Source: an optimization exercise on an open RTL-to-GDS flow (aim: small area and few clock cycles per item). Production flows keep margins and buffers that such runs may drop. RTL that was checked went through simulation tests only; none was proved equivalent to the original. Power figures rest on the tool's default switching activity, not on a simulated workload.

Setup of job 8131:
## cell_hist_accum
module cell_hist_accum #(
  parameter int IMAGE_WIDTH        = 64,
  parameter int IMAGE_HEIGHT       = 480,
  parameter int CELL_ROW_PIXELS    = 8,
  parameter int CELL_COLUMN_PIXELS = 8,
  parameter int BIN_WIDTH          = 14,
  parameter int BINS               = 9,
  parameter int MAG_WIDTH          = 8,
  parameter int HISTOGRAM_WIDTH    = BIN_WIDTH*(BINS+1)
) (
  input  logic                       clk,
  input  logic                       rst,
  input  logic                       in_valid,
  output logic                       in_ready,
  input  logic [3:0]                 bin_index,
  input  logic [MAG_WIDTH-1:0]       magnitude,
  output logic                       out_valid,
  input  logic                       out_ready,
  output logic [HISTOGRAM_WIDTH-1:0] cell_histogram,
  output logic                       out_last
);
  logic [5:0]  ph;         
  logic [2:0]  cx, px;     
  logic [2:0]  yl;         
  logic [5:0]  yr;         
  logic [7:0]  pending;    
  logic [2:0]  cap_col;    
  logic accept, acc_last;
  logic first_row, last_row, frame_end;
  assign first_row = (yl == 3'd0);
  assign last_row  = (yl == 3'd7);
  assign frame_end = last_row && (yr == 6'd59) && (cx == 3'd7);
  assign in_ready = (ph[5:3] == cx) && ((px != 3'd7) || (ph[2:0] == 3'd7)) &&
                    !((px == 3'd0) && first_row && pending[cx]);
  assign accept   = in_valid && in_ready && !rst;
  assign acc_last = accept && (px == 3'd7);
  always_ff @(posedge clk) begin
    if (rst) begin
      ph <= 6'd57;
      cx <= '0; px <= '0; yl <= '0; yr <= '0;
    end else begin
      ph <= ph + 6'd1;
      if (accept) begin
        px <= px + 3'd1;
        if (px == 3'd7) begin
          cx <= cx + 3'd1;
          if (cx == 3'd7) begin
            yl <= yl + 3'd1;
            if (yl == 3'd7) yr <= (yr == 6'd59) ? 6'd0 : yr + 6'd1;
          end
        end
      end
    end
  end
  logic [13:0] ra [64];
  logic        pv;         
  logic [3:0]  pq;         
  logic [7:0]  pm;         
  always_ff @(posedge clk) begin
    pv <= accept && !bin_index[3];
    pq <= {1'b0, bin_index[2:0]} + {1'b0, ph[2:0]};
    pm <= magnitude;
  end
  logic [5:0] gph;
  ...
Size: roughly 2800 cells after synthesis, ~1200 flip-flops.
export LEC_CHECK = 0
export CAP_MARGIN = 20
export CORE_MARGIN = 2
export CORE_UTILIZATION = 40
export SLEW_MARGIN = 20
create_clock -name core_clock -period 6.0 [get_ports {clk}]
run.sh (not shown) runs the stock make flow with config.mk's settings and CLKGATE_MAP_FILE= SYNTH_SCRIPT=/design/flow/synth_recipe.tcl, a recipe that flattens the netlist after the stock synthesis.
Job 8131 finished every step from synthesis to the final layout, and the layout passed the timing, design-rule and antenna checks.
Input-level comparison between job 171 and job 8131:
# job 8131
export LEC_CHECK = 0
export CAP_MARGIN = 20
export CORE_MARGIN = 2
export CORE_UTILIZATION = 40
export SLEW_MARGIN = 20
create_clock -name core_clock -period 6.0 [get_ports {clk}]
# job 171
export LEC_CHECK = 0
export CAP_MARGIN = 20
export CORE_MARGIN = 2
export CORE_UTILIZATION = 65
export CTS_BUF_LIST = sky130_fd_sc_hd__clkbuf_8
export CTS_CLUSTER_DIAMETER = 60
export CTS_CLUSTER_SIZE = 20
export SLEW_MARGIN = 20
create_clock -name core_clock -period 6.0 [get_ports {clk}]
Results
Job 171: done, clean on timing, DRC and antenna. Going from job 8131 to job 171, layout overhead on the synthesized area shrinks by 8.5 points. Re instance area after placement: job 8131 and job 171 aren't equal, and the higher value belongs to job 8131. Sequential power share up 12 points in job 171 wrt job 8131. Delta (job 171 minus job 8131): share of the clock period used by the worst path after layout +1.0 points, first-pass GRT wire length stayed essentially flat, share of synthesized area occupied by flip-flops and latches flat. Job 171: clock power is about 50% lower than what job 8131 reported. Against job 8131, job 171 reports a global routing met1 resource utilization that is higher.
What job 6542 does differently from job 171 at the input level:
# job 171
export LEC_CHECK = 0
export CAP_MARGIN = 20
export CORE_MARGIN = 2
export CORE_UTILIZATION = 65
export CTS_BUF_LIST = sky130_fd_sc_hd__clkbuf_8
export CTS_CLUSTER_DIAMETER = 60
export CTS_CLUSTER_SIZE = 20
export SLEW_MARGIN = 20
create_clock -name core_clock -period 6.0 [get_ports {clk}]
# job 6542
export LEC_CHECK = 0
export CAP_MARGIN = 20
export CORE_MARGIN = 2
export CORE_UTILIZATION = 65
export CTS_BUF_LIST = sky130_fd_sc_hd__clkbuf_8
export SLEW_MARGIN = 20
create_clock -name core_clock -period 6.0 [get_ports {clk}]
Notes after the runs:
Relative to job 171, share of power burned in combinational logic has decreased by 1.2 points in job 6542. Final cell count in job 6542 vs job 171: up about 5%. Final routed wirelength across all metal layers was higher in job 6542 than in job 171.
#### Input delta (job 8816 over job 6542)
# job 6542
export LEC_CHECK = 0
export CAP_MARGIN = 20
export CORE_MARGIN = 2
export CORE_UTILIZATION = 65
export CTS_BUF_LIST = sky130_fd_sc_hd__clkbuf_8
export SLEW_MARGIN = 20
create_clock -name core_clock -period 6.0 [get_ports {clk}]
# job 8816
export LEC_CHECK = 0
export CAP_MARGIN = 20
export CORE_MARGIN = 2
export CORE_UTILIZATION = 65
export CTS_BUF_LIST = sky130_fd_sc_hd__clkbuf_8 sky130_fd_sc_hd__clkbuf_16
export CTS_CLUSTER_SIZE = 24
export SLEW_MARGIN = 20
create_clock -name core_clock -period 6.0 [get_ports {clk}]
## What came out
Relative contribution of combinational cells to total power (higher): job 6542
The share of the clock period used by the worst path after layout on job 8816 is in line with that on job 6542.
Job 8816 -> job 6542: clock-pin transition on the worst setup and hold timing paths flat
For job 6542, the first element of the critical path was cap_col[1], unlike job 8816, where it was out_ready.
No run of this note included a check of the RTL's function; only the layout flow was run.

* * *

Setup of run A:
cell_hist_accum, a different RTL version from the one above (not shown whole).
Size in the first run: ~1,300 flip-flops, about 160 I/O pins, ~0.033 mm^2 of cells after synthesis.
Settings: LEC_CHECK=0, CAP_MARGIN=20, CORE_MARGIN=2, CORE_UTILIZATION=70, SLEW_MARGIN=20, SYNTH_HIERARCHICAL=1; clock period 6.0 ns.
standard.sh (not shown) runs the stock make flow with config.mk's settings and CLKGATE_MAP_FILE= SYNTH_SCRIPT=/design/flow/synth_recipe.tcl, a recipe that flattens the netlist after the stock synthesis.
==> flow/flow/run.sh <==
#!/bin/bash
# The standard layout (standard.sh, unchanged synthesis, floorplan, power grid and
# routing), with two changes: the port buffers are the smallest buffer cell, and
# clock tree synthesis inserts no dummy loads.
set -euo pipefail
export BUFFER_PORTS_ARGS="-buffer_cell sky130_fd_sc_hd__buf_1"
export CTS_ARGS="-sink_clustering_enable -repair_clock_nets -dont_use_dummy_load -buf_list sky130_fd_sc_hd__clkbuf_4 -sink_clustering_size 12 -sink_clustering_max_diameter 32"
bash standard.sh > standard.log 2>&1
Testbench counts of run A, summed over its fixed seeds: cycles 491,712, pixels 491,520.
Changes in run B relative to run A:
Settings: changing CORE_UTILIZATION from 70 to 55; setting GPL_TIMING_DRIVEN to 0 for the first time.
--- a/flow/flow/run.sh
+++ b/flow/flow/run.sh
@@ -5,4 +5,4 @@
 set -euo pipefail
 export BUFFER_PORTS_ARGS="-buffer_cell sky130_fd_sc_hd__buf_1"
-export CTS_ARGS="-sink_clustering_enable -repair_clock_nets -dont_use_dummy_load -buf_list sky130_fd_sc_hd__clkbuf_4 -sink_clustering_size 12 -sink_clustering_max_diameter 32"
+export CTS_ARGS="-sink_clustering_enable -repair_clock_nets -dont_use_dummy_load -buf_list sky130_fd_sc_hd__clkbuf_4 -sink_clustering_size 10 -sink_clustering_max_diameter 35"
 bash standard.sh > standard.log 2>&1
--- outcome ---
Run B vs run A on clock share of power: run B is the higher one. | power | run B vs run A | 0.96% higher |. Row area growth from synthesis to layout: run B higher / run A lower. The global-route met1 utilization of run B falls short of that of run A by 6.2 points. Total wire length on run B is ahead of run A. The initial antenna violation count reported for run B is greater than that of run A by 1. When run B is set beside run A, its post-route standard cell area excluding fillers turns out to be about 1.5% larger. Sequential cell area in the final layout delta (run A -> run B): insignificant. Max die area across run A and run B: run B. Higher clock-buffer cell count was reported by run B, not run A.
Relative to run B, the following input files were edited for run C:
Settings: removing GPL_TIMING_DRIVEN (formerly 0); changing CORE_UTILIZATION from 55 to 70.
--- a/flow/flow/run.sh
+++ b/flow/flow/run.sh
@@ -5,4 +5,4 @@
 set -euo pipefail
 export BUFFER_PORTS_ARGS="-buffer_cell sky130_fd_sc_hd__buf_1"
-export CTS_ARGS="-sink_clustering_enable -repair_clock_nets -dont_use_dummy_load -buf_list sky130_fd_sc_hd__clkbuf_4 -sink_clustering_size 10 -sink_clustering_max_diameter 35"
+export CTS_ARGS="-sink_clustering_enable -repair_clock_nets -dont_use_dummy_load -buf_list sky130_fd_sc_hd__clkbuf_4 -root_buf sky130_fd_sc_hd__clkbuf_16 -tree_buf sky130_fd_sc_hd__clkbuf_16 -sink_clustering_size 12 -sink_clustering_max_diameter 40"
 bash standard.sh > standard.log 2>&1
Results
Relative to run B, post-synthesis to final-layout area growth decreased by 1.1 points in run C. Of run C and run B, run B shows the higher worst clock skew, with run C below it. Compared with run B, run C shows a count of buffers not belonging to the clock network in the layout that is about 14% lower.

separate check: timing with driven ports:
No port has a modelled driver above. Below, the same layouts with a new extraction and two added sets of constraints.
Step 1 assumes that a clkbuf_16 drives the clock port and a buf_2 every other input.
Step 2 times the ports against the registers' clock, not the clock port: input delays grow and output delays shrink by t, the midpoint of the rising clock arrivals with the driver on.
a / b / c = ideal ports / drivers / drivers and shift; a / b = the first two.
run	t (ns)	setup slack, ns	hold WS [ns]
job 8131	0.722	1.587 / 1.587 / 0.891	0.293 / 0.293 / 0.293
job 171	0.738	1.527 / 1.527 / 0.844	0.318 / 0.318 / 0.318
job 6542	0.852	1.522 / 1.522 / 0.801	0.310 / 0.310 / 0.310
job 8816	0.720	1.515 / 1.549 / 0.834	0.298 / 0.298 / 0.298
run A	1.010	0.268 / 0.268 / 0.268	0.270 / 0.270 / 0.270
run B	0.973	0.146 / 0.146 / 0.143	0.273 / 0.273 / 0.273
run C	0.701	0.243 / 0.243 / 0.243	0.281 / 0.281 / 0.281
After both steps every run listed still meets setup and hold. The setup slack of job 6542, which loses most, moves by 0.000 ns with the drivers and by -0.721 ns with both steps.
